Context: an optimization exercise on an open-source flow, tuned for small area. The choices shown serve that exercise and are no tape-out recipe.
Function was checked by simulation only, so behaviour that the tests miss may differ from the original.
Power figures rest on the tool's default switching activity, not on a simulated workload.

### design/flow/config.mk
export PLATFORM = sky130hd
export DESIGN_NAME = kavach_top
export DESIGN_NICKNAME = kavach_top
export VERILOG_FILES = /design/flow/design.v
export SDC_FILE = /design/flow/constraint.sdc
export NUM_CORES = 4
export LEC_CHECK = 0
export CAP_MARGIN = 20
export CORE_MARGIN = 2
export CORE_UTILIZATION = 40
export SLEW_MARGIN = 20
### design/flow/design.v
`timescale 1ns/1ps
package kavach_pkg;
    localparam int TIMESTAMP_WIDTH = 16;
    typedef logic [11:0] adc_sample_t;
    typedef enum logic [1:0] {
        SEV_NONE   = 2'd0,
        SEV_MINOR  = 2'd1,
        SEV_MAJOR  = 2'd2,
        SEV_SEVERE = 2'd3
    } severity_e;
    typedef enum logic [2:0] {
        LVL_NONE     = 3'd0,
        LVL_LOW      = 3'd1,
        LVL_MEDIUM   = 3'd2,
        LVL_HIGH     = 3'd3,
        LVL_CRITICAL = 3'd4
    } threat_level_e;
    typedef enum logic [3:0] {
        ATK_NONE         = 4'd0,
        ATK_POWER_GLITCH = 4'd1,
        ATK_THERMAL      = 4'd2,
        ATK_COMBINED     = 4'd3
    } attack_type_e;
    typedef struct packed {
        logic      volt_anomaly;
        logic      curr_anomaly;
        severity_e severity;
    } power_flags_t;
    typedef struct packed {
        logic      temp_hi;
        logic      temp_lo;
        logic      sustained;
        severity_e severity;
    } temp_flags_t;
    typedef struct packed {
        threat_level_e level;
        attack_type_e  attack_type;
        logic [7:0]    score;
    } threat_t;
    typedef struct packed {
        logic alert_irq;
        logic clk_throttle_en;
        logic bus_isolate;
        logic sys_lockdown;
        logic crypto_zeroize;
    } response_t;
    typedef struct packed {
        logic [TIMESTAMP_WIDTH-1:0] timestamp;
        threat_t                    threat;
        adc_sample_t                snap_vdd;
        adc_sample_t                snap_temp;
    } forensic_entry_t;
endpackage
`timescale 1ns/1ps
module kavach_power_monitor #(
    parameter int unsigned             EWMA_SHIFT  = 4,
    parameter kavach_pkg::adc_sample_t VOLT_THRESH = 12'd200,
    parameter kavach_pkg::adc_sample_t CURR_THRESH = 12'd150
) (
    input  logic                     clk,
    input  logic                     reset,
    input  kavach_pkg::adc_sample_t  vdd_sample,
    input  kavach_pkg::adc_sample_t  idd_sample,
    input  logic                     sample_valid,
    output kavach_pkg::power_flags_t power_flags,
    output logic                     flags_valid
);
    function automatic logic [1:0] grade(input logic [11:0] delta, input logic [11:0] thresh);
        logic [13:0] d;
        logic [13:0] t;
        d = {2'b00, delta};
        t = {2'b00, thresh};
        if (d <= t)
            grade = kavach_pkg::SEV_NONE;
        else if (d <= (t << 1))
            grade = kavach_pkg::SEV_MINOR;
        else if (d <= (t << 2))
            grade = kavach_pkg::SEV_MAJOR;
        else
            grade = kavach_pkg::SEV_SEVERE;
    endfunction
    kavach_pkg::adc_sample_t        volt_base;
    kavach_pkg::adc_sample_t        curr_base;
    logic               primed;
    logic signed [12:0] volt_diff;
    logic signed [12:0] curr_diff;
    kavach_pkg::adc_sample_t        volt_delta;
    kavach_pkg::adc_sample_t        curr_delta;
    kavach_pkg::severity_e          volt_sev;
    kavach_pkg::severity_e          curr_sev;
    kavach_pkg::power_flags_t       flags_next;
    assign volt_diff  = $signed({1'b0, vdd_sample}) - $signed({1'b0, volt_base});
    assign curr_diff  = $signed({1'b0, idd_sample}) - $signed({1'b0, curr_base});
    assign volt_delta = volt_diff[12] ? kavach_pkg::adc_sample_t'(-volt_diff) : kavach_pkg::adc_sample_t'(volt_diff);
    assign curr_delta = curr_diff[12] ? kavach_pkg::adc_sample_t'(-curr_diff) : kavach_pkg::adc_sample_t'(curr_diff);
    assign volt_sev   = kavach_pkg::severity_e'(grade(volt_delta, VOLT_THRESH));
    assign curr_sev   = kavach_pkg::severity_e'(grade(curr_delta, CURR_THRESH));
    assign flags_next.volt_anomaly = (volt_sev != kavach_pkg::SEV_NONE);
    assign flags_next.curr_anomaly = (curr_sev != kavach_pkg::SEV_NONE);
    assign flags_next.severity     = (volt_sev > curr_sev) ? volt_sev : curr_sev;
    always_ff @(posedge clk) begin
        if (reset) begin
            primed      <= 1'b0;
            volt_base   <= '0;
            curr_base   <= '0;
            power_flags <= '0;
            flags_valid <= 1'b0;
        end else begin
            flags_valid <= sample_valid;
            if (sample_valid) begin
                if (!primed) begin
                    primed      <= 1'b1;
                    volt_base   <= vdd_sample;
                    curr_base   <= idd_sample;
                    power_flags <= '0;
                end else begin
                    power_flags <= flags_next;
                    if (!flags_next.volt_anomaly)
                        volt_base <= volt_base + kavach_pkg::adc_sample_t'(volt_diff >>> EWMA_SHIFT);
                    if (!flags_next.curr_anomaly)
                        curr_base <= curr_base + kavach_pkg::adc_sample_t'(curr_diff >>> EWMA_SHIFT);
                end
            end
        end
    end
endmodule
`timescale 1ns/1ps
module kavach_temp_monitor #(
    parameter kavach_pkg::adc_sample_t TEMP_HI_THRESH  = 12'd150,
    parameter kavach_pkg::adc_sample_t TEMP_LO_THRESH  = 12'd100,
    parameter int unsigned             SUSTAIN_SAMPLES = 3
) (
    input  logic                    clk,
    input  logic                    reset,
    input  kavach_pkg::adc_sample_t temp_sample,
    input  logic                    sample_valid,
    output kavach_pkg::temp_flags_t temp_flags
);
    localparam int CNT_W = $clog2(SUSTAIN_SAMPLES + 1);
    logic [CNT_W-1:0] hi_count;
    logic [CNT_W-1:0] hi_count_next;
    kavach_pkg::temp_flags_t      flags_next;
    always_comb begin
        if (!(temp_sample > TEMP_HI_THRESH))
            hi_count_next = '0;
        else if (hi_count == CNT_W'(SUSTAIN_SAMPLES))
            hi_count_next = hi_count;
        else
            hi_count_next = hi_count + CNT_W'(1);
    end
    always_comb begin
        flags_next.temp_hi   = temp_sample > TEMP_HI_THRESH;
        flags_next.temp_lo   = temp_sample < TEMP_LO_THRESH;
        flags_next.sustained = hi_count_next >= CNT_W'(SUSTAIN_SAMPLES);
        if (flags_next.sustained)
            flags_next.severity = kavach_pkg::SEV_SEVERE;
        else if (flags_next.temp_hi)
            flags_next.severity = kavach_pkg::SEV_MAJOR;
        else if (flags_next.temp_lo)
            flags_next.severity = kavach_pkg::SEV_MINOR;
        else
            flags_next.severity = kavach_pkg::SEV_NONE;
    end
    always_ff @(posedge clk) begin
        if (reset) begin
            hi_count   <= '0;
            temp_flags <= '0;
        end else if (sample_valid) begin
            hi_count   <= hi_count_next;
            temp_flags <= flags_next;
        end
    end
endmodule
`timescale 1ns/1ps
module kavach_threat_classifier #(
    parameter int unsigned CLEAR_SAMPLES = 2
) (
    input  logic                     clk,
    input  logic                     reset,
    input  kavach_pkg::power_flags_t power_flags,
    input  kavach_pkg::temp_flags_t  temp_flags,
    input  logic                     flags_valid,
    output kavach_pkg::threat_t      threat,
    output logic                     threat_valid
);
    localparam int CNT_W = $clog2(CLEAR_SAMPLES + 1);
    kavach_pkg::severity_e        power_sev;
    kavach_pkg::severity_e        temp_sev;
    kavach_pkg::severity_e        peak_sev;
    logic             both_active;
    kavach_pkg::threat_t          candidate;
    logic [CNT_W-1:0] clear_count;
    assign power_sev   = power_flags.severity;
    assign temp_sev    = temp_flags.severity;
    assign both_active = (power_sev != kavach_pkg::SEV_NONE) && (temp_sev != kavach_pkg::SEV_NONE);
    assign peak_sev    = (power_sev > temp_sev) ? power_sev : temp_sev;
    always_comb begin
        candidate.level = kavach_pkg::threat_level_e'({1'b0, peak_sev} + {2'b00, both_active});
        if (both_active)
            candidate.attack_type = kavach_pkg::ATK_COMBINED;
        else if (power_sev != kavach_pkg::SEV_NONE)
            candidate.attack_type = kavach_pkg::ATK_POWER_GLITCH;
        else if (temp_sev != kavach_pkg::SEV_NONE)
            candidate.attack_type = kavach_pkg::ATK_THERMAL;
        else
            candidate.attack_type = kavach_pkg::ATK_NONE;
        candidate.score = (8'(power_sev) + 8'(temp_sev)) << 5;
    end
    always_ff @(posedge clk) begin
        if (reset) begin
            threat       <= '0;
            threat_valid <= 1'b0;
            clear_count  <= '0;
        end else begin
            threat_valid <= flags_valid;
            if (flags_valid) begin
                if (candidate.level != kavach_pkg::LVL_NONE)
                    clear_count <= '0;
                else if (clear_count < CNT_W'(CLEAR_SAMPLES))
                    clear_count <= clear_count + CNT_W'(1);
                if (candidate.level >= threat.level)
                    threat <= candidate;
                else if (candidate.level == kavach_pkg::LVL_NONE &&
                         clear_count >= CNT_W'(CLEAR_SAMPLES - 1))
                    threat <= '0;
            end
        end
    end
endmodule
`timescale 1ns/1ps
module kavach_response_controller (
    input  logic                  clk,
    input  logic                  reset,
    input  kavach_pkg::threat_t   threat,
    input  logic                  threat_valid,
    output kavach_pkg::response_t response,
    output logic                  capture_trigger
);
    kavach_pkg::threat_level_e prev_level;
    kavach_pkg::response_t     response_next;
    logic          is_critical;
    assign is_critical = (threat.level == kavach_pkg::LVL_CRITICAL);
    always_comb begin
        response_next.alert_irq       = threat.level >= kavach_pkg::LVL_LOW;
        response_next.clk_throttle_en = threat.level >= kavach_pkg::LVL_MEDIUM;
        response_next.bus_isolate     = threat.level >= kavach_pkg::LVL_HIGH;
        response_next.sys_lockdown    = response.sys_lockdown || is_critical;
        response_next.crypto_zeroize  = response.crypto_zeroize || is_critical;
    end
    always_ff @(posedge clk) begin
        if (reset) begin
            response        <= '0;
            capture_trigger <= 1'b0;
            prev_level      <= kavach_pkg::LVL_NONE;
        end else begin
            capture_trigger <= threat_valid && (threat.level > prev_level) &&
                               (threat.level >= kavach_pkg::LVL_MEDIUM);
            if (threat_valid) begin
                response   <= response_next;
                prev_level <= threat.level;
            end
        end
    end
endmodule
`timescale 1ns/1ps
module kavach_forensic_log #(
    parameter int unsigned LOG_DEPTH = 8,
    localparam int         SLOT_W    = $clog2(LOG_DEPTH),
    localparam int         COUNT_W   = $clog2(LOG_DEPTH + 1)
) (
    input  logic                        clk,
    input  logic                        reset,
    input  logic                        capture_trigger,
    input  kavach_pkg::threat_t         threat,
    input  kavach_pkg::adc_sample_t     vdd_sample,
    input  kavach_pkg::adc_sample_t     temp_sample,
    input  logic                        sample_valid,
    input  logic [SLOT_W-1:0]           read_slot,
    input  logic                        read_req,
    input  logic                        read_ack,
    output kavach_pkg::forensic_entry_t entry,
    output logic                        read_valid,
    output logic [COUNT_W-1:0]          count
);
    localparam int ENTRY_W = kavach_pkg::TIMESTAMP_WIDTH + 3 + 4 + 8 + 12 + 12;
    logic [ENTRY_W-1:0]                     log_mem [0:LOG_DEPTH-1];
    logic [SLOT_W-1:0]                      wr_ptr;
    logic [kavach_pkg::TIMESTAMP_WIDTH-1:0] cycle_count;
    kavach_pkg::adc_sample_t                snap_vdd;
    kavach_pkg::adc_sample_t                snap_temp;
    kavach_pkg::forensic_entry_t            new_entry;
    assign new_entry = {cycle_count, threat, snap_vdd, snap_temp};
    always_ff @(posedge clk) begin
        if (sample_valid) begin
            snap_vdd  <= vdd_sample;
            snap_temp <= temp_sample;
        end
    end
    always_ff @(posedge clk) begin
        if (capture_trigger)
            log_mem[wr_ptr] <= new_entry;
        if (read_req && !read_valid)
            entry <= log_mem[read_slot];
    end
    always_ff @(posedge clk) begin
        if (reset) begin
            cycle_count <= '0;
            wr_ptr      <= '0;
            count       <= '0;
            read_valid  <= 1'b0;
        end else begin
            cycle_count <= cycle_count + 1'b1;
            if (capture_trigger) begin
                wr_ptr <= (wr_ptr == SLOT_W'(LOG_DEPTH - 1)) ? '0 : wr_ptr + SLOT_W'(1);
                if (count != COUNT_W'(LOG_DEPTH))
                    count <= count + COUNT_W'(1);
            end
            if (read_valid) begin
                if (read_ack)
                    read_valid <= 1'b0;
            end else if (read_req) begin
                read_valid <= 1'b1;
            end
        end
    end
endmodule
`timescale 1ns/1ps
module kavach_top #(
    parameter int unsigned             EWMA_SHIFT      = 4,
    parameter kavach_pkg::adc_sample_t VOLT_THRESH     = 12'd200,
    parameter kavach_pkg::adc_sample_t CURR_THRESH     = 12'd150,
    parameter kavach_pkg::adc_sample_t TEMP_HI_THRESH  = 12'd150,
    parameter kavach_pkg::adc_sample_t TEMP_LO_THRESH  = 12'd100,
    parameter int unsigned             SUSTAIN_SAMPLES = 3,
    parameter int unsigned             CLEAR_SAMPLES   = 2,
    parameter int unsigned             LOG_DEPTH       = 8,
    localparam int                     SLOT_W          = $clog2(LOG_DEPTH),
    localparam int                     COUNT_W         = $clog2(LOG_DEPTH + 1)
) (
    input  logic                        clk,
    input  logic                        reset,
    input  kavach_pkg::adc_sample_t     vdd_sample,
    input  kavach_pkg::adc_sample_t     idd_sample,
    input  kavach_pkg::adc_sample_t     temp_sample,
    input  logic                        sample_valid,
    input  logic [SLOT_W-1:0]           forensic_read_slot,
    input  logic                        forensic_read_req,
    input  logic                        forensic_read_ack,
    output kavach_pkg::threat_t         threat,
    output kavach_pkg::response_t       response,
    output kavach_pkg::forensic_entry_t forensic_entry,
    output logic                        forensic_read_valid,
    output logic [COUNT_W-1:0]          forensic_count
);
    kavach_pkg::power_flags_t power_flags;
    kavach_pkg::temp_flags_t  temp_flags;
    logic         flags_valid;
    logic         threat_valid;
    logic         capture_trigger;
    kavach_power_monitor #(
        .EWMA_SHIFT  (EWMA_SHIFT),
        .VOLT_THRESH (VOLT_THRESH),
        .CURR_THRESH (CURR_THRESH)
    ) u_power_monitor (
        .clk          (clk),
        .reset        (reset),
        .vdd_sample   (vdd_sample),
        .idd_sample   (idd_sample),
        .sample_valid (sample_valid),
        .power_flags  (power_flags),
        .flags_valid  (flags_valid)
    );
    kavach_temp_monitor #(
        .TEMP_HI_THRESH  (TEMP_HI_THRESH),
        .TEMP_LO_THRESH  (TEMP_LO_THRESH),
        .SUSTAIN_SAMPLES (SUSTAIN_SAMPLES)
    ) u_temp_monitor (
        .clk          (clk),
        .reset        (reset),
        .temp_sample  (temp_sample),
        .sample_valid (sample_valid),
        .temp_flags   (temp_flags)
    );
    kavach_threat_classifier #(
        .CLEAR_SAMPLES (CLEAR_SAMPLES)
    ) u_threat_classifier (
        .clk          (clk),
        .reset        (reset),
        .power_flags  (power_flags),
        .temp_flags   (temp_flags),
        .flags_valid  (flags_valid),
        .threat       (threat),
        .threat_valid (threat_valid)
    );
    kavach_response_controller u_response_controller (
        .clk             (clk),
        .reset           (reset),
        .threat          (threat),
        .threat_valid    (threat_valid),
        .response        (response),
        .capture_trigger (capture_trigger)
    );
    kavach_forensic_log #(
        .LOG_DEPTH (LOG_DEPTH)
    ) u_forensic_log (
        .clk             (clk),
        .reset           (reset),
        .capture_trigger (capture_trigger),
        .threat          (threat),
        .vdd_sample      (vdd_sample),
        .temp_sample     (temp_sample),
        .sample_valid    (sample_valid),
        .read_slot       (forensic_read_slot),
        .read_req        (forensic_read_req),
        .read_ack        (forensic_read_ack),
        .entry           (forensic_entry),
        .read_valid      (forensic_read_valid),
        .count           (forensic_count)
    );
endmodule
### design/flow/constraint.sdc
create_clock -name core_clock -period 8.0 [get_ports {clk}]
set_input_delay 1.6000 -clock core_clock [delete_from_list [all_inputs] [get_ports {clk}]]
set_output_delay 1.6000 -clock core_clock [all_outputs]
set_load 0.01 [all_outputs]
### design/flow/run.sh
#!/bin/bash
# synth_recipe.tcl (not shown) runs the flow's synth.tcl, then flattens the netlist and writes it again
# the make line also repeats each setting of config.mk as NAME=value (left out here)
make -C /OpenROAD-flow-scripts/flow DESIGN_CONFIG=/design/flow/config.mk WORK_HOME=/design/flow/orfs CLKGATE_MAP_FILE= SYNTH_SCRIPT=/design/flow/synth_recipe.tcl finish
==> out/results.tsv <==
metric	value	unit
worst_setup_path_start_kind	input pin	
ys_types	82	
cp_max_fo	12	
drt-pass1-iter-count	7	
layout_commonest_cell	edfxtp_1	
drive_gt1_share	16.2	%
insertion_delay	0.58	ns
r2r_cells	17	
pin_count	124	
p_leak	9.12	nW
cts.sinks	532	
whs_path_depth	2	
cts-resized-gates	0	
grt_max_degree	80	
coreArea	58800	sq um
htree_levels	2	
routabilityCongestion	0.826	
wl_per_cell	20.0	um
clockBufferDepth	3	
r2r_slack	3.17	ns
slew_viol_final	0	
die_w	247	um
yosysTopAreaCell	edfxtp_1	
rows	89	
fin_tns_setup	0	ns
power_density	241	nW/um^2
crit_arrival	6.50	ns
whs_endpoint	u_response_controller.response[1]	
mostFrequentLayoutCells	edfxtp_1, clkdlybuf4s50_1, mux4_2	
period_share	75.1	%
dpl.hpwl	29000	um
crit_type	in -> reg	
wl	49700	um
tightestPinTransition	1.07	ns
drc	0	
yosys_warnings	5	
drtIter0Drc	817	
rsz0062_at_grt	false	
grt_usage	16.4	%
area_growth	14.9	%
end_kind	flop	
r2r-end	u_power_monitor.volt_base[11]	
cts_tree	built	
synth_top_area_share	57.7	%
avgSynthCellArea	15.1	sq um
status	no timing/DRC/antenna violations	
grt_pass1_wl	77300	um
synth_seq_cells	532	
maxCapViolCount	0	
clock.fmax	0.167	GHz
start_util	40.3	%
fill_cells	5069	
r2r-start	u_power_monitor.volt_base[0]	
ys_seq_area_share	64.2	%
synth.area.top_cells	edfxtp_1, mux4_2, dfxtp_1	
viasPerCell	5.35	
synth-edff-count	456	
final_nets	1792	
grt_pass1_vias	13600	
holdWs	0.474	ns
cts_hold_buf	0	
fin_crit	6.01	ns
postRouteAntennaNets	0	
relSlewSlack	28.5	%
clk_pin_slew_worst_paths	0.07	ns
holdCritPathClass	reg -> reg	
async_reset_ff_share	0	%
dieArea	61200	sq um
setup_viol	0	
globalRouteOverflowTotal	0	
synth_ff_type	edfxtp_1	
io_buffer_count	109	
chipHeight	247	um
root_buffer	clkbuf_16	
hp-start	u_response_controller.response[1]	
diodes	0	
post-cts-setup-buffers	0	
ir_worst_vdd	0.000196	V
synthCells	1566	
fin_skew	0.0219	ns
antenna_found_initial	1	
synth_area	23700	sq um
hold_viol	0	
numCtsBuffers	53	
num_vias	13300	
cp.required	8.50	ns
[how the worst max path moves through the flow]
stage / start / end / slack, ns / depth (start not counted)
6_report: vdd_sample[0] / u_power_monitor.volt_base[11] / 1.99 / 19
4_1_cts: vdd_sample[0] / u_power_monitor.volt_base[11] / 2.03 / 19
5_1_grt: idd_sample[0] / u_power_monitor.power_flags[0] / 1.59 / 20
2_1_floorplan: vdd_sample[0] / u_power_monitor.volt_base[11] / 2.28 / 19
3_3_place_gp: vdd_sample[0] / u_power_monitor.volt_base[11] / 1.54 / 19
3_5_place_dp: vdd_sample[0] / u_power_monitor.volt_base[11] / 1.42 / 19
[state kept, by name, summed over array words and instances (netlist names)]
signal	flops
u_forensic_log.count	4
u_forensic_log.cycle_count	16
u_forensic_log.entry	48
u_forensic_log.log_mem	384
u_forensic_log.read_valid	1
u_forensic_log.snap_temp	12
u_forensic_log.snap_vdd	12
u_forensic_log.wr_ptr	3
u_power_monitor.curr_base	12
u_power_monitor.flags_valid	1
u_power_monitor.power_flags	2
u_power_monitor.primed	1
u_power_monitor.volt_base	12
u_response_controller.capture_trigger	1
u_response_controller.prev_level	3
u_response_controller.response	5
u_temp_monitor.hi_count	2
u_temp_monitor.temp_flags	2
u_threat_classifier.clear_count	2
u_threat_classifier.threat	8
u_threat_classifier.threat_valid	1
[cells in the mapped netlist (28+ instances only)]
cell / number
nor2_1: 98
dfxtp_1: 76
inv_1: 71
edfxtp_1: 456
nand2_1: 54
clkbuf_1: 42
ha_1: 69
mux2_2: 52
mux4_2: 96
o21ai_0: 46
buf_4: 28
a21oi_1: 66
[cells by family (layout without fill, tap and decap cells)]
family	after synthesis	in the layout	synth area share, %
xor+xnor	48	48	1.80
other cells	1	14	0.0158
mux	169	169	12.5
simple gates	319	319	6.86
buf+inv	160	298	3.10
fa+ha+maj	74	74	4.06
flops	532	532	64.2
compound gates	263	263	7.52
[power by group]
part	internal [mW]	leakage [nW]	switching [mW]	total [mW]
Clock	1.43	0.844	1.02	2.45
Sequential	3.06	4.81	0.0556	3.12
Combinational	0.430	3.47	0.566	0.997
[worst max-delay path: stages]
cell	delay, ns
clkdlybuf4s50_1	0.45
inv_1	0.08
ha_1	0.16
inv_1	0.05
fa_1	0.42
a21o_1	0.22
a221oi_2	0.34
xnor2_1	0.51
ha_1	0.41
a21oi_1	0.20
o21ai_0	0.12
a21oi_1	0.22
o21a_1	0.15
o21ai_0	0.14
o41a_1	0.34
xnor2_1	0.13
or4_4	0.43
or3_1	0.36
a31oi_1	0.16
[metal layers]
layer | share of wire (%) | wire (um) | global-route usage (%)
met2 | 48 | 24100 | 27.5
met4 | 1.7 | 847 | 3.82
met1 | 45 | 22600 | 22.3
met5 | 0 | 0 | 0
met3 | 4.4 | 2190 | 2.81
[metrics by stage]
stage | setup WS (ns) | total power [mW] | area, sq um | utilization, % | instances
final | 1.99 | 6.56 | 27300 | 46.4 | 2490
after global routing | 1.59 | 6.86 | 27300 | 46.4 | 2490
after CTS | 2.03 | 6.63 | 27300 | 46.4 | 2490
after detailed placement | 1.42 | 4.17 | 25500 | 43.4 | 2392
after global placement | 1.54 | 4.15 | 25500 | 43.4 | 2392
after floorplan | 2.28 | 3.91 | 23800 | - | 1579
[cell type report]
cell class	instances	area, sq um	area share [%]
Inverter	75	284	1.04
Multi-Input combinational cell	887	7870	28.9
Timing Repair Buffer	125	1200	4.39
Clock inverter	31	290	1.06
Sequential cell	532	15200	55.8
Clock buffer	67	1430	5.25
Tap cell	773	967	3.55

afterwards: timing with drivers on the ports:
How much do the figures lean on ideal ports? The routed layout below was timed once more, with nothing changed but the port constraints.
Step 1 sets driving cells, clkbuf_16 on the clock port and buf_2 on the other inputs (assumed; they add their load-dependent delay and slew).
Step 2, shift: input delay + t, output delay - t, t = (earliest + latest rising clock arrival at the registers) / 2. This alone moves slack from input paths to output paths.
Three values: no drivers, after step 1, after step 2; two values: the first two.
shift t [ns]: 0.629
slack for setup (ns): 1.995 / 2.030 / 1.401
worst hold slack (ns): 0.474 / 0.474 / 0.474
worst register clock-pin slew, ns: 0.07 / 0.07
After both steps this run still meets setup and hold. The setup slack of this run moves by +0.035 ns with the drivers and by -0.594 ns with both steps.
